From an optimization exercise on the open Yosys and OpenROAD flow, aimed at small area and a short achievable clock period; shortcuts taken in it are not production practice.
At most, simulation tests tie the RTL to the original design; equivalence was not proved.
Function not checked in run 1: the RTL went through the layout flow alone.
No activity file was given, so power comes from the tool's default toggle rates.

## design.v

```verilog
package note_pkg;
  localparam int DEF_SPAWN_Y = 0;
  localparam int DEF_HIT_Y   = 420;
  localparam int DEF_HIT_WIN = 16;
  localparam int DEF_LANES   = 4;
  localparam int DEF_LANE_W  = 2;
  localparam int DEF_POS_W   = 10;
endpackage
module note_slot_pick #(
  parameter int N = 40
) (
  input  logic [N-1:0] mask_i,
  output logic [N-1:0] onehot_o,
  output logic         found_o
);
  assign onehot_o = mask_i & (~mask_i + N'(1));
  assign found_o  = |mask_i;
endmodule
module note_popcount20 (
  input  logic [19:0] x,
  output logic [4:0] y
);
  logic t1, t2, t3, t4, t5, t6, t7, t8, t9, t10, t11, t12, t13, t14, t15, t16, t17, t18, t19, t20, t21, t22, t23, t24, t25, t26, t27, t28, t29, t30, t31, t32, t33, t34, t35, t36;
  assign t1 = x[0] ^ x[1] ^ x[2];
  assign t2 = (x[0] & x[1]) | (x[0] & x[2]) | (x[1] & x[2]);
  assign t3 = x[3] ^ x[4] ^ x[5];
  assign t4 = (x[3] & x[4]) | (x[3] & x[5]) | (x[4] & x[5]);
  assign t5 = x[6] ^ x[7] ^ x[8];
  assign t6 = (x[6] & x[7]) | (x[6] & x[8]) | (x[7] & x[8]);
  assign t7 = x[9] ^ x[10] ^ x[11];
  assign t8 = (x[9] & x[10]) | (x[9] & x[11]) | (x[10] & x[11]);
  assign t9 = x[12] ^ x[13] ^ x[14];
  assign t10 = (x[12] & x[13]) | (x[12] & x[14]) | (x[13] & x[14]);
  assign t11 = x[15] ^ x[16] ^ x[17];
  assign t12 = (x[15] & x[16]) | (x[15] & x[17]) | (x[16] & x[17]);
  assign t13 = x[18] ^ x[19];
  assign t14 = x[18] & x[19];
  assign t15 = t1 ^ t3 ^ t5;
  assign t16 = (t1 & t3) | (t1 & t5) | (t3 & t5);
  assign t17 = t7 ^ t9 ^ t11;
  assign t18 = (t7 & t9) | (t7 & t11) | (t9 & t11);
  assign t19 = t2 ^ t4 ^ t6;
  assign t20 = (t2 & t4) | (t2 & t6) | (t4 & t6);
  assign t21 = t8 ^ t10 ^ t12;
  assign t22 = (t8 & t10) | (t8 & t12) | (t10 & t12);
  assign t23 = t15 ^ t17 ^ t13;
  assign t24 = (t15 & t17) | (t15 & t13) | (t17 & t13);
  assign t25 = t16 ^ t18 ^ t19;
  assign t26 = (t16 & t18) | (t16 & t19) | (t18 & t19);
  assign t27 = t21 ^ t14;
  assign t28 = t21 & t14;
  assign t29 = t24 ^ t25 ^ t27;
  assign t30 = (t24 & t25) | (t24 & t27) | (t25 & t27);
  assign t31 = t26 ^ t28 ^ t20;
  assign t32 = (t26 & t28) | (t26 & t20) | (t28 & t20);
  assign t33 = t30 ^ t31 ^ t22;
  assign t34 = (t30 & t31) | (t30 & t22) | (t31 & t22);
  assign t35 = t34 ^ t32;
  assign t36 = t34 & t32;
  assign y = {t36, t35, t33, t29, t23};
endmodule
module note_lane_scroller #(
  parameter  int LANES   = note_pkg::DEF_LANES,
  parameter  int SLOTS   = 40,
  parameter  int POS_W   = note_pkg::DEF_POS_W,
  parameter  int SPEED_W = 4,
  parameter  int SPAWN_Y = note_pkg::DEF_SPAWN_Y,
  parameter  int HIT_Y   = note_pkg::DEF_HIT_Y,
  parameter  int HIT_WIN = note_pkg::DEF_HIT_WIN,
  localparam int IDX_W   = $clog2(SLOTS),
  localparam int LANE_W  = $clog2(LANES),
  localparam int CNT_W   = $clog2(SLOTS + 1)
) (
  input  logic               clock,
  input  logic               reset_n,
  input  logic               tick,
  input  logic [SPEED_W-1:0] speed,
  input  logic               chart_valid,
  input  logic [LANES-1:0]   chart_lanes,
  output logic               chart_ready,
  input  logic [LANES-1:0]   strum,
  output logic [LANES-1:0]   hit,
  output logic [LANES-1:0]   miss,
  output logic [LANES-1:0]   bad_strum,
  input  logic [IDX_W-1:0]   rd_idx,
  output logic               rd_valid,
  output logic [LANE_W-1:0]  rd_lane,
  output logic [POS_W-1:0]   rd_pos,
  output logic [CNT_W-1:0]   active_count,
  output logic               overflow
);
  localparam int PW = 9;
  localparam logic [PW-1:0] P_OFS   = 9'd11;
  localparam logic [PW-1:0] P_SPAWN = PW'(SPAWN_Y) + P_OFS;
  localparam int NQ = 4;                        
  localparam int QS = SLOTS / NQ;
  localparam int CG = 2;                        
  localparam int GS = SLOTS / CG;
  localparam int GW = $clog2(GS + 1);
  typedef logic [SLOTS-1:0] plane_t;
  plane_t              sv_q;                    
  plane_t [LANE_W-1:0] sl_q;                    
  plane_t [PW-1:0]     sp_q;                    
  logic                ready_q;
  logic [LANES-1:0]    pend_q;
  logic [LANES-1:0]    hit_q, bad_q;
  logic [LANES-1:0]    miss_q;
  logic [CNT_W-1:0]    base_q;
  logic [CG-1:0][GW-1:0] gone_q;
  logic                ovf_q;
  logic                rdv_q;
  logic [LANE_W-1:0]   rdl_q;
  logic [PW-1:0]       rdp_q;
  plane_t          inwin;                       
  plane_t          zone;                        
  plane_t [3:0]    lane_oh;                     
  assign inwin = sv_q & sp_q[8] & sp_q[7] &
                 (sp_q[5] | (sp_q[4] & sp_q[3] & sp_q[2] & sp_q[1] & sp_q[0]));
  assign zone  = sp_q[8] & sp_q[7] & ~sp_q[6] & sp_q[5] & sp_q[4];
  assign lane_oh[0] = ~sl_q[1] & ~sl_q[0];
  assign lane_oh[1] = ~sl_q[1] &  sl_q[0];
  assign lane_oh[2] =  sl_q[1] & ~sl_q[0];
  assign lane_oh[3] =  sl_q[1] &  sl_q[0];
  plane_t                win;                   
  logic [LANES-1:0]      found;
  plane_t                cand  [LANES];
  logic [NQ-1:0][QS-1:0] alive [LANES][7];      
  logic [NQ-1:0]         qalive[LANES][7];      
  logic [NQ-1:0][5:0]    qmax  [LANES];
  logic [NQ-1:0][QS-1:0] qpick [LANES];
  logic [NQ-1:0]         qsel  [LANES];
  logic [5:0]            lmax  [LANES];         
  always_comb begin
    for (int l = 0; l < LANES; l++) begin
      cand[l]     = inwin & lane_oh[l];
      found[l]    = |cand[l];
      alive[l][0] = cand[l];
      for (int q = 0; q < NQ; q++) qalive[l][0][q] = |alive[l][0][q];
      for (int i = 0; i < 6; i++) begin
        for (int q = 0; q < NQ; q++) begin
          qmax[l][q][5-i]  = |(alive[l][i][q] & sp_q[5-i][q*QS +: QS]);
          alive[l][i+1][q] = alive[l][i][q] & (sp_q[5-i][q*QS +: QS] | {QS{~qmax[l][q][5-i]}});
        end
        lmax[l][5-i]    = |(qalive[l][i] & {qmax[l][3][5-i], qmax[l][2][5-i], qmax[l][1][5-i], qmax[l][0][5-i]});
        qalive[l][i+1]  = qalive[l][i] & ({qmax[l][3][5-i], qmax[l][2][5-i], qmax[l][1][5-i], qmax[l][0][5-i]} |
                                          {NQ{~lmax[l][5-i]}});
      end
      for (int q = 0; q < NQ; q++) qpick[l][q] = alive[l][6][q] & (~alive[l][6][q] + QS'(1));
      qsel[l] = qalive[l][6] & (~qalive[l][6] + NQ'(1));
    end
  end
  always_comb begin
    win = '0;
    for (int l = 0; l < LANES; l++) begin
      for (int q = 0; q < NQ; q++) win[q*QS +: QS] = win[q*QS +: QS] | (qpick[l][q] & {QS{qsel[l][q]}});
    end
  end
  plane_t            free_oh;
  logic              free_found;
  logic [LANES-1:0]  pend_oh;
  logic              pend_found;
  logic [LANE_W-1:0] pend_lane;
  plane_t            alloc;
  note_slot_pick #(.N(SLOTS)) u_free (
    .mask_i   (~sv_q),
    .onehot_o (free_oh),
    .found_o  (free_found)
  );
  note_slot_pick #(.N(LANES)) u_pend (
    .mask_i   (pend_q),
    .onehot_o (pend_oh),
    .found_o  (pend_found)
  );
  assign pend_lane = {pend_oh[3] | pend_oh[2], pend_oh[3] | pend_oh[1]};
  assign alloc     = ready_q ? '0 : free_oh;
  logic [3:0]      step;
  plane_t [PW:0]   carry;
  plane_t [PW-1:0] sum;
  plane_t          over;                        
  plane_t          hit_sel;                     
  plane_t          strummed;
  plane_t          sv_d;
  plane_t [PW-1:0] sp_d;
  plane_t [PW-1:0] step_pl;                   
  assign step = tick ? speed : '0;
  always_comb for (int b = 0; b < PW; b++) step_pl[b] = (b < 4) ? {SLOTS{step[b % 4]}} : '0;
  always_comb begin
    carry[0] = '0;
    for (int b = 0; b < PW; b++) begin
      sum[b]     = sp_q[b] ^ step_pl[b] ^ carry[b];
      carry[b+1] = (sp_q[b] & step_pl[b]) | (sp_q[b] & carry[b]) | (step_pl[b] & carry[b]);
    end
    over     = sv_q & zone & carry[4];
    hit_sel  = ({SLOTS{strum[0]}} & lane_oh[0]) | ({SLOTS{strum[1]}} & lane_oh[1]) |
               ({SLOTS{strum[2]}} & lane_oh[2]) | ({SLOTS{strum[3]}} & lane_oh[3]);
    strummed = win & hit_sel;
    sv_d     = (sv_q & ~over & ~strummed) | alloc;
    for (int b = 0; b < PW; b++) sp_d[b] = P_SPAWN[b] ? (sum[b] | alloc) : (sum[b] & ~alloc);
  end
  logic [LANES-1:0]       over_any, hit_keep;
  logic [LANES-1:0]       over_other, miss_d;
  logic [2:0]             n_hit;                
  logic [CG-1:0][GW-1:0]  gone_d;
  logic [CNT_W-1:0]       count_now, base_d;
  always_comb begin
    for (int l = 0; l < LANES; l++) begin
      over_any[l]   = found[l] & (lmax[l][5:4] == 2'b11) & ((5'(lmax[l][3:0]) + 5'(step)) >= 5'd16);
      over_other[l] = |(over & lane_oh[l] & ~win);
      miss_d[l]     = strum[l] ? over_other[l] : over_any[l];
    end
    hit_keep  = strum & found & ~over_any;
    n_hit     = 3'(hit_keep[0]) + 3'(hit_keep[1]) + 3'(hit_keep[2]) + 3'(hit_keep[3]);
  end
  for (genvar g = 0; g < CG; g++) begin : g_gone
    note_popcount20 u_pc (
      .x (over[g*GS +: GS]),
      .y (gone_d[g])
    );
  end
  always_comb begin
    count_now = base_q;
    for (int g = 0; g < CG; g++) count_now = count_now - CNT_W'(gone_q[g]);
    base_d = count_now + CNT_W'(!ready_q && free_found) - CNT_W'(n_hit);
  end
  plane_t            rsel;
  logic              rdv_d;
  logic [LANE_W-1:0] rdl_d;
  logic [PW-1:0]     rdp_d;
  always_comb begin
    rsel  = (IDX_W'(rd_idx) < IDX_W'(SLOTS)) ? (plane_t'(1) << rd_idx) : '0;
    rdv_d = |(rsel & sv_q);
    for (int b = 0; b < LANE_W; b++) rdl_d[b] = |(rsel & sl_q[b]);
    for (int b = 0; b < PW; b++)     rdp_d[b] = |(rsel & sp_q[b]);
  end
  always_ff @(posedge clock or negedge reset_n) begin
    if (!reset_n) begin
      sv_q    <= '0;
      ready_q <= 1'b1;
      pend_q  <= '0;
      hit_q   <= '0;
      miss_q  <= '0;
      bad_q   <= '0;
      base_q  <= '0;
      gone_q  <= '0;
      ovf_q   <= 1'b0;
      rdv_q   <= 1'b0;
    end else begin
      sv_q   <= sv_d;
      hit_q  <= strum & found;
      bad_q  <= strum & ~found;
      miss_q <= miss_d;
      base_q <= base_d;
      gone_q <= gone_d;
      rdv_q  <= rdv_d;
      if (ready_q) begin
        if (chart_valid && (chart_lanes != '0)) begin
          pend_q  <= chart_lanes;
          ready_q <= 1'b0;
        end
      end else begin
        if (!free_found) ovf_q <= 1'b1;
        pend_q <= pend_q & ~pend_oh;
        if ((pend_q & ~pend_oh) == '0) ready_q <= 1'b1;
      end
    end
  end
  always_ff @(posedge clock) begin
    sp_q  <= sp_d;
    for (int s = 0; s < SLOTS; s++) begin
      if (alloc[s]) begin
        for (int b = 0; b < LANE_W; b++) sl_q[b][s] <= pend_lane[b];
      end
    end
    rdl_q <= rdl_d;
    rdp_q <= rdp_d;
  end
  assign chart_ready  = ready_q;
  assign hit          = hit_q;
  assign miss         = miss_q;
  assign bad_strum    = bad_q;
  assign rd_valid     = rdv_q;
  assign rd_lane      = rdl_q;
  assign rd_pos       = {1'b0, rdp_q - P_OFS};
  assign active_count = count_now;
  assign overflow     = ovf_q;
endmodule
```

## flow/run.sh

```bash
#!/bin/bash
# Layout flow: the standard ORFS flow (standard.sh) with these changes:
#  - synthesis (flow/synth.tcl) is the standard flow's synth_recipe.tcl with the logic mapped for area: ABC runs
#    flow/abc_area.script instead of ORFS's script, and Yosys's full/half-adder extraction is
#    skipped. Registers are mapped exactly as in the standard synthesis;
#  - ports are buffered with sky130_fd_sc_hd__buf_2;
#  - the resizer's setup repair works toward a setup margin (flow/margin.txt), so that it
#    shortens the paths that set the achieved clock period. The clock and constraints are the standard flow's;
#  - clock tree synthesis uses the arguments in flow/cts_args.txt.
# Each step's full output goes to a log file in this folder (flow_synth.log, flow_layout.log).
set -euo pipefail
HERE=$(pwd)
FLOWDIR=$HERE/flow
MARGIN=$(cat $FLOWDIR/margin.txt)
CTSARGS=$(cat $FLOWDIR/cts_args.txt)
sed -e "s|SYNTH_SCRIPT=[^ ]*|SYNTH_SCRIPT=$FLOWDIR/synth.tcl|" standard.sh > own_synth.sh
sed -e "s|\"\${@:-finish}\"|SETUP_SLACK_MARGIN=$MARGIN BUFFER_PORTS_ARGS=\"-buffer_cell sky130_fd_sc_hd__buf_2\" CTS_ARGS=\"$CTSARGS\" \"\${@:-finish}\"|" standard.sh > own_layout.sh
export CUSTOM_ABC_SCRIPT=$FLOWDIR/abc_area.script
bash own_synth.sh synth > flow_synth.log 2>&1
bash own_layout.sh > flow_layout.log 2>&1
```

## flow/abc_area.script

```
&get -n; &st; &dch -f; &nf -a -R 1000; &put
```

## flow/cts_args.txt

```
-sink_clustering_enable -repair_clock_nets -dont_use_dummy_load -buf_list sky130_fd_sc_hd__clkbuf_8 -sink_clustering_size 12 -sink_clustering_max_diameter 100
```

## flow/margin.txt

```
72
```

## flow/synth.tcl

```tcl
proc synth {args} { yosys synth -nofsm -noshare {*}$args }
# Map combinational logic for area: use our own ABC script in place of the one ORFS picks.
proc abc {args} {
  set i [lsearch -exact $args -script]
  if { $i >= 0 } { lset args [expr {$i + 1}] $::env(CUSTOM_ABC_SCRIPT) }
  yosys abc {*}$args
}
# Leave adders to ABC instead of Yosys's full/half-adder cell extraction.
proc extract_fa {args} { }
source $::env(SCRIPTS_DIR)/synth.tcl
# left out here: clear keep_hierarchy, flatten, clean up, hide names made inside functions, write 1_2_yosys.v
```

## standard.sh

```bash
#!/bin/bash
# synth_recipe.tcl (not shown) runs the flow's synth.tcl, then flattens the netlist and writes it again
# the make line also repeats each setting of config.mk as NAME=value (left out here)
make -C /OpenROAD-flow-scripts/flow DESIGN_CONFIG=/design/flow/config.mk WORK_HOME=/design/flow/orfs CLKGATE_MAP_FILE= SYNTH_SCRIPT=/design/flow/synth_recipe.tcl "${@:-finish}"
```

## config.mk

```make
export PLATFORM = sky130hd
export DESIGN_NAME = note_lane_scroller
export DESIGN_NICKNAME = note_lane_scroller
export VERILOG_FILES = /design/flow/design.v
export SDC_FILE = /design/flow/constraint.sdc
export NUM_CORES = 8
export LEC_CHECK = 0
export CAP_MARGIN = 25
export CORE_MARGIN = 2
export CORE_UTILIZATION = 50
export GPL_TIMING_DRIVEN = 0
export PLACE_DENSITY = 0.7
export SLEW_MARGIN = 25
```

## constraint.sdc

```tcl
create_clock -name core_clock -period 95.0 [get_ports {clock}]
set_input_delay 19.0000 -clock core_clock [delete_from_list [all_inputs] [get_ports {clock}]]
set_output_delay 19.0000 -clock core_clock [all_outputs]
set_load 0.01 [all_outputs]
```

==> results of run 1 <==
[final timing paths]
path	to	from	slack (ns)
max in group asynchronous	sv_q[4]$_DFF_PN0_	reset_n	76.17
min in group asynchronous	pend_q[3]$_DFFE_PN0P_	reset_n	18.13
hold / removal	ovf_q$_DFFE_PN0P_	ovf_q$_DFFE_PN0P_	0.50
hold reg to reg	ovf_q$_DFFE_PN0P_	ovf_q$_DFFE_PN0P_	0.50
setup / recovery	miss_q[1]$_DFF_PN0_	tick	71.85
setup reg to reg	miss_q[1]$_DFF_PN0_	sp_q[109]$_DFF_P_	79.85
[layer usage]
metal / wire (um) / up-vias
li1: - / 23000
met3: 38100 / 982
met4: 22600 / 22
met2: 96800 / 4410
met5: 270 / -
met1: 88400 / 25300
[through the flow]
step	worst slack (ns)	utilization, %
5_1_grt	71.91	55.8
4_1_cts	71.99	55.1
3_3_place_gp	69.46	52.7
3_5_place_dp	70.41	53.9
6_report	71.85	55.8
2_1_floorplan	71.79	-
[cells by family after synthesis]
logic type      Yosys count
simple gates           2614
compound gates         2047
flops                   526
xor+xnor                315
buf+inv                 128
fa+ha+maj                95
mux                      39
other cells               1
[power by group through the flow]
stage	Combinational, mW	Clock [mW]	Sequential (mW)
after global routing	0.899	0.137	0.662
after detailed placement	0.796	0	0.634
after floorplan	0.508	0	0.504
after CTS	0.803	0.131	0.631
final	0.856	0.131	0.662
after global placement	0.748	0	0.636
[cells in the final DEF, fill, tap and decap left out, types with 101 or more instances in the layout]
master / count
a21oi_1: 168
a222oi_1: 190
a22oi_1: 225
and3_1: 101
clkinv_1: 124
dfxtp_1: 371
nand2_1: 664
nand2b_1: 124
nand3_1: 179
nand4_1: 105
nor2_1: 591
nor3_1: 253
o21a_1: 554
o21ai_0: 353
xnor2_1: 244
[what timing repair did]
action	in CTS	in global routing
cloned	6	3
gates resized for setup	38	97
buffers inserted	18	15
endpoints found under the setup margin	9	9
pin swaps	11	27
[worst register-to-register path: cells and delay by family, from the launching register on]
family	cells	cell delay (ns)
flip-flops	1	0.59
buffers and inverters	4	1.31
AO/OA/AOI/OAI	16	5.33
AND/OR/NAND/NOR	20	7.71
[area by class of cell]
| type | instances | area (sq um) |
|---|---|---|
| fill | 8396 | 39000 |
| multi-input combinational | 5115 | 33500 |
| sequential | 526 | 11700 |
| tap | 1165 | 1460 |
| timing repair buffer | 143 | 1380 |
| clock buffer | 51 | 702 |
| inverter | 127 | 478 |
| antenna | 8 | 20.0 |
| buffer | 1 | 7.51 |
[sequential cells by signal, indices dropped and copies added, names as in the netlist, 6 cells and up]
name,flops
sp_q,360
sl_q,80
sv_q,40
gone_q,10
rdp_q,9
base_q,6
==> results.yml, run 1 <==
status:
  status: "finished clean"
sta:
  rsz0062_at_grt: "true"
  setup_violations: 0
  period_share_pct: 24.4
  setup_tns_ns: 0
  fin_skew_ns: 0.0522
  hold_slack_ns: 0.504
  slew_violations: 0
  max_slew_margin_pct: 18.7
  hold_viol: 0
  max_freq_mhz: 43.2
  worst_pin_slew_ns: 1.22
  fin_crit_ns: 23.15
place:
  hpwl_mm: 189
  io_buffer_count: 53
  gp_congestion: 1.16
  placed_area_sq_um: 47500
  dpl.cell_count: 7033
global_routing:
  grtUsageMet3_pct: 19.2
  grt_pass1_vias: 48500
  grt_max_degree: 45
  grt_use_total_pct: 51.6
  met2_usage_pct: 73.4
  grt_util_met1_pct: 64.0
  antenna_found_initial: 22
  grt_pass1_wl_mm: 343
  grt_overflow: 0
  grt_busiest_layer: "met2"
drt:
  vias: 53700
  drt-pass1-iter-count: 10
  drt_iter0_drc: 10200
  wl_per_cell_um: 34.5
  drc: 0
  ant_nets: 0
  via_per_inst: 7.53
  wirelength_mm: 246
cts:
  cts_root_buf: "clkbuf_8"
  cts_tree: "yes"
  numCtsBuffers: 51
  cts_hold_buf: 0
  clkSinkCount: 526
  cts.htree.levels: 2
  clkLatencyLatePin_ns: 0.79
  clkTransAtPathRegs_ns: 0.08
  cts.path.max_buffers: 3
die:
  die_y_um: 302
  die-area_sq_um: 91400
  core_sq_um: 88200
  rows: 109
  die_w_um: 302
  num_io_pins: 55
  initial_core_util_pct: 50.4
synthesis:
  synth_common_cells: "681 x nand2_1, 645 x nor2_1, 554 x o21a_1"
  yosysMostFrequentCell: "nand2_1"
  synth_mux_area_share_pct: 1.97
  synth-xor-area-share_pct: 6.26
  post_synth_fa_ha_maj_area_fraction_pct: 2.14
  synthDistinctLibCells: 65
  synth_top_area_share_pct: 16.7
  yosys.area.top_type: "dfxtp_1"
  synth_simple_gate_area_share_pct: 28.8
  netlist_area_sq_um: 44500
  synth_enable_flop_cells: 80
  synth_top_family_by_area: "compound AO/OA/AOI/OAI gates"
  synthTopCellsByArea: "dfxtp_1 17%, o21a_1 9.3%, nand2_1 5.7%"
  synthArstFlopShare_pct: 14.3
  synth_nets: 5787
  synth_ff_type: "dfxtp_1"
  synth-seq-area-share_pct: 26.3
  yosysWarnings: 8
  ys_ff_latch: 526
  synth_compound_area_share_pct: 33.4
  postSynthCellCount: 5765
  postSynthAreaPerCell_sq_um: 7.72
hold_path:
  min_delay_path_depth: 2
  hold_class: "reg2reg"
pwr:
  switching_share_pct: 60.0
  p_int_mw: 0.659
  p_switching_mw: 0.990
  powerDensity_nw_per_um2: 33.5
  leakagePower_nw: 17.3
  seq_power_share_pct: 40.1
  total_power_mw: 1.65
  peakVddDrop_mv: 0.0380
  clockPowerShare_pct: 7.9
  comb_power_share_pct: 51.9
final_layout:
  finalNonFillerCells: 7136
  final_area_sq_um: 49200
  drive_above_1_share_pct: 7.80
  area_growth_pct: 10.6
  num-nets-final: 5987
setup_path:
  critPathLaunchType: "input pin"
  slowest_stage: "nor4_2"
  critical_path_buf_inv_count: 1
  cp.arrival_ns: 23.75
  cp_max_fo: 13
  critical_path_cell_count: 14
  crit_path_max_incr_delay_ns: 0.62
  cp_cell_sequence: "buf_16 -> and2_2 -> nand2_1 -> o21ai_1 -> maj3_1 -> maj3_1 -> and3_1 -> nand2_1 -> or2_0 -> o22ai_1 -> nor4_1 -> o211ai_1 -> nor4_2 -> a21oi_1"
  worstSetupPathType: "in2reg"
  worstPathRequired_ns: 95.60
  rr_worst_depth: 40
  critical-path-top-delay-family: "simple AND/OR/NAND/NOR gates"
  end_kind: "flip-flop"
run:
  maxCapViolations: 0
==> inputs of run 2 (changes only) <==
--- a/design.v
+++ b/design.v
@@ -60,4 +60,27 @@
   assign y = {t36, t35, t33, t29, t23};
 endmodule
+module note_popcount10 (
+  input  logic [9:0] x,
+  output logic [3:0] y
+);
+  logic t1, t2, t3, t4, t5, t6, t7, t8, t9, t10, t11, t12, t13, t14, t15, t16;
+  assign t1 = x[0] ^ x[1] ^ x[2];
+  assign t2 = (x[0] & x[1]) | (x[0] & x[2]) | (x[1] & x[2]);
+  assign t3 = x[3] ^ x[4] ^ x[5];
+  assign t4 = (x[3] & x[4]) | (x[3] & x[5]) | (x[4] & x[5]);
+  assign t5 = x[6] ^ x[7] ^ x[8];
+  assign t6 = (x[6] & x[7]) | (x[6] & x[8]) | (x[7] & x[8]);
+  assign t7 = t1 ^ t3 ^ t5;
+  assign t8 = (t1 & t3) | (t1 & t5) | (t3 & t5);
+  assign t9 = t2 ^ t4 ^ t6;
+  assign t10 = (t2 & t4) | (t2 & t6) | (t4 & t6);
+  assign t11 = t7 ^ x[9];
+  assign t12 = t7 & x[9];
+  assign t13 = t8 ^ t9 ^ t12;
+  assign t14 = (t8 & t9) | (t8 & t12) | (t9 & t12);
+  assign t15 = t10 ^ t14;
+  assign t16 = t10 & t14;
+  assign y = {t16, t15, t13, t11};
+endmodule
 module note_lane_scroller #(
   parameter  int LANES   = note_pkg::DEF_LANES,
@@ -95,5 +118,5 @@
   localparam int NQ = 4;                        
   localparam int QS = SLOTS / NQ;
-  localparam int CG = 2;                        
+  localparam int CG = 4;                        
   localparam int GS = SLOTS / CG;
   localparam int GW = $clog2(GS + 1);
@@ -105,5 +128,5 @@
   logic [LANES-1:0]    pend_q;
   logic [LANES-1:0]    hit_q, bad_q;
-  logic [LANES-1:0]    miss_q;
+  logic [3:0][LANES-1:0] miss_q;               
   logic [CNT_W-1:0]    base_q;
   logic [CG-1:0][GW-1:0] gone_q;
@@ -199,6 +222,6 @@
   end
   logic [LANES-1:0]       over_any, hit_keep;
-  logic [LANES-1:0]       over_other, miss_d;
-  logic [2:0]             n_hit;                
+  logic [3:0][LANES-1:0]  over_other, miss_d;
+  logic [4:0]             hit_ge;               
   logic [CG-1:0][GW-1:0]  gone_d;
   logic [CNT_W-1:0]       count_now, base_d;
@@ -206,12 +229,21 @@
     for (int l = 0; l < LANES; l++) begin
       over_any[l]   = found[l] & (lmax[l][5:4] == 2'b11) & ((5'(lmax[l][3:0]) + 5'(step)) >= 5'd16);
-      over_other[l] = |(over & lane_oh[l] & ~win);
-      miss_d[l]     = strum[l] ? over_other[l] : over_any[l];
+      for (int h = 0; h < 4; h++) begin
+        over_other[h][l] = |(over[h*(SLOTS/4) +: SLOTS/4] & lane_oh[l][h*(SLOTS/4) +: SLOTS/4] &
+                             ~win[h*(SLOTS/4) +: SLOTS/4]);
+      end
+      miss_d[0][l] = strum[l] ? over_other[0][l] : over_any[l];
+      for (int h = 1; h < 4; h++) miss_d[h][l] = strum[l] & over_other[h][l];
     end
     hit_keep  = strum & found & ~over_any;
-    n_hit     = 3'(hit_keep[0]) + 3'(hit_keep[1]) + 3'(hit_keep[2]) + 3'(hit_keep[3]);
+    hit_ge[0] = 1'b1;
+    hit_ge[1] = |hit_keep;
+    hit_ge[2] = (hit_keep[0] & (hit_keep[1] | hit_keep[2] | hit_keep[3])) | (hit_keep[1] & (hit_keep[2] | hit_keep[3])) |
+                (hit_keep[2] & hit_keep[3]);
+    hit_ge[3] = (hit_keep[0] & hit_keep[1] & (hit_keep[2] | hit_keep[3])) | (hit_keep[2] & hit_keep[3] & (hit_keep[0] | hit_keep[1]));
+    hit_ge[4] = &hit_keep;
   end
   for (genvar g = 0; g < CG; g++) begin : g_gone
-    note_popcount20 u_pc (
+    note_popcount10 u_pc (
       .x (over[g*GS +: GS]),
       .y (gone_d[g])
@@ -221,5 +253,10 @@
     count_now = base_q;
     for (int g = 0; g < CG; g++) count_now = count_now - CNT_W'(gone_q[g]);
-    base_d = count_now + CNT_W'(!ready_q && free_found) - CNT_W'(n_hit);
+    begin
+      logic [CNT_W-1:0] c;
+      c = count_now + CNT_W'(!ready_q && free_found);
+      base_d = hit_ge[4] ? c - CNT_W'(4) : hit_ge[3] ? c - CNT_W'(3) : hit_ge[2] ? c - CNT_W'(2) :
+               hit_ge[1] ? c - CNT_W'(1) : c;
+    end
   end
   plane_t            rsel;
@@ -277,5 +314,5 @@
   assign chart_ready  = ready_q;
   assign hit          = hit_q;
-  assign miss         = miss_q;
+  assign miss         = miss_q[0] | miss_q[1] | miss_q[2] | miss_q[3];
   assign bad_strum    = bad_q;
   assign rd_valid     = rdv_q;
==> flow/margin.txt (replaced) <==
72.3
==> results.yml, run 2 <==
status:
  status: "finished clean"
global_routing:
  grt_overflow: 0
  grt_pass1_vias: 47300
  grt_use_total_pct: 47.4
  antenna_found_initial: 28
  grt_max_degree: 70
  grt_pass1_wl_mm: 328
sta:
  period_share_pct: 23.8
  setup_slack_ns: 72.35
  setup_tns_ns: 0
  max_slew_margin_pct: 15.8
  hold_viol: 0
  max_freq_mhz: 44.2
  worst_pin_slew_ns: 1.26
  slew_violations: 0
  setup_violations: 0
  fin_crit_ns: 22.65
  fin_skew_ns: 0.0755
  rsz0062_at_grt: "true"
die:
  die_w_um: 306
  core_sq_um: 90000
  die-area_sq_um: 93400
  initial_core_util_pct: 50.5
  rows: 110
  die_y_um: 306
  num_io_pins: 55
synthesis:
  netlist_area_sq_um: 45500
  postSynthAreaPerCell_sq_um: 7.82
  synth_ff_type: "dfxtp_1"
  synthArstFlopShare_pct: 17.1
  yosysMostFrequentCell: "nand2_1"
  synthTopCellsByArea: "dfxtp_1 16%, o21a_1 10%, nand2_1 5.7%"
  yosys.area.top_type: "dfxtp_1"
  synthDistinctLibCells: 68
  synth-seq-area-share_pct: 26.7
  synth_nets: 5835
  synth_enable_flop_cells: 80
  synth_top_area_share_pct: 16.3
  yosysWarnings: 8
  postSynthCellCount: 5813
  ys_ff_latch: 544
  synth_common_cells: "696 x nand2_1, 619 x o21a_1, 585 x nor2_1"
setup_path:
  worstSetupPathType: "in2reg"
  end_kind: "flip-flop"
  critPathLaunchType: "input pin"
  worstPathRequired_ns: 95.60
  cp_max_fo: 21
  r2r_setup_slack_ns: 80.58
  cp.arrival_ns: 23.25
final_layout:
  top_register: "sp_q"
  largest_reg_flops: 360
  num-nets-final: 6010
  reg.largest.list: "sp_q: 360 flops, sl_q: 80 flops, sv_q: 40 flops"
  layout_commonest_cell: "nand2_1"
  final_cell_mix: "694 x nand2_1, 619 x o21a_1, 550 x nor2_1"
  drive_above_1_share_pct: 5.61
  area_growth_pct: 8.84
place:
  io_buffer_count: 53
  hpwl_mm: 179
  pre_cts_ws_ns: 70.92
  gp_congestion: 1.10
drt:
  vias: 53100
  wirelength_mm: 232
  via_per_inst: 7.40
  drt-pass1-iter-count: 13
  ant_nets: 0
  drc: 0
  wl_per_cell_um: 32.4
  drt_iter0_drc: 10100
cts:
  cts_hold_buf: 0
  cts.path.max_buffers: 3
  numCtsBuffers: 52
  cts_root_buf: "clkbuf_8"
  clkLatencyLatePin_ns: 0.80
  cts.htree.levels: 2
  clkSinkCount: 544
  cts_tree: "yes"
  clkTransAtPathRegs_ns: 0.08
pwr:
  clockPowerShare_pct: 7.7
  leakagePower_nw: 17.3
  powerDensity_nw_per_um2: 35.1
  p_int_mw: 0.705
  seq_power_share_pct: 38.4
  comb_power_share_pct: 53.9
  p_switching_mw: 1.03
  peakVddDrop_mv: 0.0268
  switching_share_pct: 59.4
hold_path:
  hold_class: "reg2reg"
run:
  maxCapViolations: 0
-- run 2: logic make-up after synthesis --
logic type / count (synthesis) / synth area share, %
flip-flops: 544 / 26.7
XOR/XNOR: 333 / 6.45
multiplexers: 33 / 1.63
adder cells (fa/ha/maj): 101 / 2.22
buffers and inverters: 106 / 0.883
AND/OR/NAND/NOR: 2580 / 27.9
AO/OA/AOI/OAI: 2115 / 34.1
other: 1 / 0.00825
-- run 2: cell type report --
type | instances | area, sq um
Inverter | 105 | 394
Buffer | 1 | 7.51
Timing Repair Buffer | 116 | 1050
Multi-Input combinational cell | 5168 | 33700
Antenna cell | 11 | 27.5
Tap cell | 1176 | 1470
Sequential cell | 544 | 12200
Clock buffer | 52 | 716
Fill cell | 8695 | 40500
-- run 2: what timing repair did --
action	CTS	global route
cloned	4	1
setup buffers	12	8
endpoints found under the setup margin	14	21
resized for setup	19	55
pin swaps	9	17
-- run 2: worst max-delay path, stage by stage --
cell and delay, ns:
clkbuf_4 0.24, and2_4 0.40, nand2_1 0.16, o21ai_0 0.20
maj3_1 0.46, maj3_1 0.41, and3_1 0.24, nand2_1 0.24
xor2_1 0.13, xnor2_1 0.31, clkinv_1 0.17, maj3_1 0.40
nor2_1 0.32, nor2b_1 0.14, xnor2_2 0.39
-- run 2: power groups by stage --
stage / logic [mW] / clock network [mW] / registers (mW)
finish: 0.936 / 0.134 / 0.668
global placement: 0.834 / 0 / 0.646
detailed placement: 0.879 / 0 / 0.645
CTS: 0.888 / 0.134 / 0.641
global route: 0.993 / 0.141 / 0.670
floorplan: 0.586 / 0 / 0.513
-- run 2: final timing paths --
kind / startpoint / cells after the start / endpoint
worst max-delay path: tick / 15 / gone_q[9]$_DFF_PN0_
worst min-delay path: sp_q[275]$_DFF_P_ / 2 / sp_q[275]$_DFF_P_
worst max register to register: sp_q[86]$_DFF_P_ / 39 / miss_q[15]$_DFF_PN0_
worst min register to register: sp_q[275]$_DFF_P_ / 2 / sp_q[275]$_DFF_P_
max in group asynchronous: reset_n / 2 / sv_q[30]$_DFF_PN0_
min in group asynchronous: reset_n / 1 / sv_q[13]$_DFF_PN0_
-- run 2: metrics by stage --
| step | area [sq um] | power, mW | utilization (%) | std cells | hold WS [ns] |
|---|---|---|---|---|---|
| final | 49500 | 1.74 | 55.0 | 7173 | 0.500 |
| after detailed placement | 48200 | 1.52 | 53.6 | 7084 | 0.475 |
| after floorplan | 45500 | 1.10 | - | 5813 | 0.443 |
| after global routing | 49500 | 1.80 | 55.0 | 7165 | 0.522 |
| after CTS | 49200 | 1.66 | 54.6 | 7152 | 0.496 |
| after global placement | 47200 | 1.48 | 52.5 | 7042 | 0.467 |
-- run 2: routing by layer --
metal	global-route usage [%]	vias to the layer above	part of all wire [%]
li1	-	23200	-
met1	61.5	25100	38
met2	66.4	3960	40
met3	17.4	820	15
met4	29.1	22	7.2
met5	0	-	0.073
==> inputs of run 3 (changes only) <==
==> flow/margin.txt (replaced) <==
72
==> results.yml, run 3 <==
synthesis:
  netlist_area_sq_um: 45500
  postSynthCellCount: 5813
  ys_ff_latch: 544
  synthDistinctLibCells: 68
  postSynthAreaPerCell_sq_um: 7.82
  synth_top_area_share_pct: 16.3
  synthTopCellsByArea: "dfxtp_1 16%, o21a_1 10%, nand2_1 5.7%"
  yosysMostFrequentCell: "nand2_1"
  synth_common_cells: "696 x nand2_1, 619 x o21a_1, 585 x nor2_1"
  synth-seq-area-share_pct: 26.7
  synthArstFlopShare_pct: 17.1
  synth_ff_type: "dfxtp_1"
  synth_nets: 5835
  yosysWarnings: 8
  synth_enable_flop_cells: 80
  yosys.area.top_type: "dfxtp_1"
setup_path:
  cp_cell_sequence: "buf_2 -> and2_4 -> buf_16 -> buf_12 -> nor2_1 -> o21ai_1 -> maj3_1 -> maj3_1 -> nand3_1 -> or4b_1 -> xor2_1 -> xnor2_2 -> xor2_1 -> xnor2_1 -> or3_1 -> a21oi_1 -> xnor2_1"
  crit_path_max_incr_delay_ns: 0.67
  end_kind: "flip-flop"
  critPathLaunchType: "input pin"
  worstSetupPathType: "in2reg"
  rr_worst_depth: 38
  critical_path_buf_inv_count: 3
  worstPathRequired_ns: 95.65
  slowest_stage: "or4b_1"
  r2r_end: "miss_q[4]$_DFF_PN0_"
  r2r_setup_slack_ns: 81.41
  worstReg2RegStart: "sp_q[171]$_DFF_P_"
  cp.arrival_ns: 23.50
  critical-path-top-delay-family: "simple AND/OR/NAND/NOR gates"
  cp_max_fo: 41
sta:
  period_share_pct: 24.0
  worst_pin_slew_ns: 1.18
  fin_skew_ns: 0.108
  hold_viol: 0
  max_freq_mhz: 43.8
  setup_violations: 0
  rsz0062_at_grt: "true"
  setup_tns_ns: 0
  slew_violations: 0
  max_slew_margin_pct: 20.4
  fin_crit_ns: 22.85
cts:
  numCtsBuffers: 53
  cts_tree: "yes"
  clkLatencyLatePin_ns: 0.81
  cts_root_buf: "clkbuf_8"
  clkTransAtPathRegs_ns: 0.09
  clkSinkCount: 544
  cts.htree.levels: 2
  cts.path.max_buffers: 3
drt:
  drc: 0
  drt_iter0_drc: 9114
  wl_per_cell_um: 31.6
  wirelength_mm: 226
  ant_nets: 0
  drt-pass1-iter-count: 11
  vias: 52700
  via_per_inst: 7.36
die:
  die_y_um: 306
  num_io_pins: 55
  die-area_sq_um: 93400
  rows: 110
  die_w_um: 306
  initial_core_util_pct: 50.5
  core_sq_um: 90000
final_layout:
  reg.largest.list: "sp_q: 360 flops, sl_q: 80 flops, sv_q: 40 flops"
  drive_above_1_share_pct: 4.85
  final_area_sq_um: 49100
  largest_reg_flops: 360
  final_cell_mix: "696 x nand2_1, 619 x o21a_1, 547 x nor2_1"
  top_register: "sp_q"
  fillCellCount: 8625
  num-nets-final: 5988
  layout_commonest_cell: "nand2_1"
  area_growth_pct: 7.94
global_routing:
  grt_overflow: 0
  grt_max_degree: 73
  grt_use_total_pct: 46.5
  antenna_found_initial: 18
  grt_pass1_wl_mm: 324
  grt_pass1_vias: 47600
place:
  io_buffer_count: 53
  hpwl_mm: 177
  gp_congestion: 1.07
  placed_area_sq_um: 48100
pwr:
  leakagePower_nw: 17.1
  total_power_mw: 1.72
  powerDensity_nw_per_um2: 35.1
  peakVddDrop_mv: 0.0321
hold_path:
  hold_class: "reg2reg"
  min_delay_path_depth: 1
  hold_path_end: "ovf_q$_DFFE_PN0P_"
  worstHoldStart: "ovf_q$_DFFE_PN0P_"
run:
  maxCapViolations: 0
status:
  status: "finished clean"
-- run 3: cell counts after synthesis --
No cell type changed its count.
-- run 3: layout make-up --
class                   count  area, sq um  area share [%]
multi-input cells        5163        33400            68.1
flip-flops and latches    544        12200            24.8
well taps                1176         1470            3.00
repair buffers             98          835            1.70
clock buffers              53          729            1.49
inverters                 105          394           0.803
diodes                     15         37.5          0.0765
plain buffers               1         7.51          0.0153
-- run 3: where the power goes --
part	switching, mW	internal [mW]	leakage, nW
Clock	0.0860	0.0494	0.381
Combinational	0.616	0.308	11.8
Sequential	0.322	0.343	4.94
Total	1.02	0.700	17.1
-- run 3: worst max-delay path by stage --
| stage | start | end | slack [ns] | depth (start not counted) |
|---|---|---|---|---|
| global route | tick | gone_q[1]$_DFF_PN0_ | 71.98 | 18 |
| CTS | speed[1] | gone_q[1]$_DFF_PN0_ | 71.88 | 16 |
| finish | speed[1] | gone_q[10]$_DFF_PN0_ | 72.15 | 17 |
| floorplan | tick | gone_q[15]$_DFF_PN0_ | 72.02 | 16 |
| detailed placement | speed[1] | gone_q[1]$_DFF_PN0_ | 70.86 | 16 |
| global placement | tick | gone_q[1]$_DFF_PN0_ | 70.13 | 14 |
-- run 3: metal layers --
metal  wire length [um]  vias to the layer above  share of wire, %  global-route usage, %
met5                 76                        -             0.034                 0.0517
met1              87400                    25000                39                   60.1
met3              29500                      791                13                   14.1
met2              92900                     3694                41                   67.5
li1                   -                    23100                 -                      -
met4              16400                       12               7.3                   29.0
-- run 3: kinds of logic after synthesis --
kind of cell,count (synthesis),share of synthesized area (%)
buffers and inverters,106,0.883
AO/OA/AOI/OAI,2115,34.1
AND/OR/NAND/NOR,2580,27.9
adder cells (fa/ha/maj),101,2.22
flip-flops,544,26.7
XOR/XNOR,333,6.45
other,1,0.00825
multiplexers,33,1.63
-- run 3: worst reg2reg max path: cells and delay by family, from the launching register on --
| kind | cells | cell delay [ns] |
|---|---|---|
| compound gates | 20 | 5.18 |
| buf+inv | 1 | 0.21 |
| flops | 1 | 0.66 |
| simple gates | 17 | 7.33 |
-- run 3: through the flow --
step | hold WS [ns] | util [%] | setup slack (ns) | instances
after detailed placement | 0.475 | 53.5 | 70.86 | 7086
after global routing | 0.519 | 54.5 | 71.98 | 7142
final | 0.494 | 54.5 | 72.15 | 7155
after global placement | 0.456 | 52.5 | 70.13 | 7042
after floorplan | 0.443 | - | 72.02 | 5813
after CTS | 0.497 | 54.3 | 71.88 | 7139
-- run 3: what timing repair did --
action | CTS | global route
gates cloned | 0 | 0
setup endpoints to repair | 4 | 14
pin swaps | 0 | 2
hold buffers | 0 | 0
setup buffers | 0 | 0
gates resized for setup | 3 | 26

[re-timing with driven ports]
The results above use ideal ports. As a check the final layouts listed here were re-extracted and re-timed, cells and wires unchanged.
Step 1 sets driving cells, clkbuf_16 on the clock port and buf_2 on the other inputs (assumed; they add their load-dependent delay and slew).
Step 2 moves the port delays by t, midway between the first and last clock arrival at a register: inputs arrive t later, outputs are due t later. That takes back most of the time a late clock gives input paths.
Three values: ideal, step 1, step 2; two values: the first two.
| run | t, ns | setup WS [ns] | latest minus earliest clock arrival (ns) | worst slew at a driven data input, ns | pins driven straight from the clock port |
|---|---|---|---|---|---|
| run 1 | 0.837 | 71.850 / 71.861 / 71.025 | 0.052 / 0.053 | 0.08 | 1 |
| run 2 | 0.838 | 72.353 / 72.300 / 71.569 | 0.076 / 0.076 | 0.15 | 1 |
| run 3 | 0.827 | 72.155 / 72.146 / 71.377 | 0.108 / 0.108 | 0.16 | 1 |
After both steps every run listed still meets setup and hold. For run 1, which loses most, drivers alone change the setup slack by +0.011 ns; drivers and shift together by -0.825 ns.
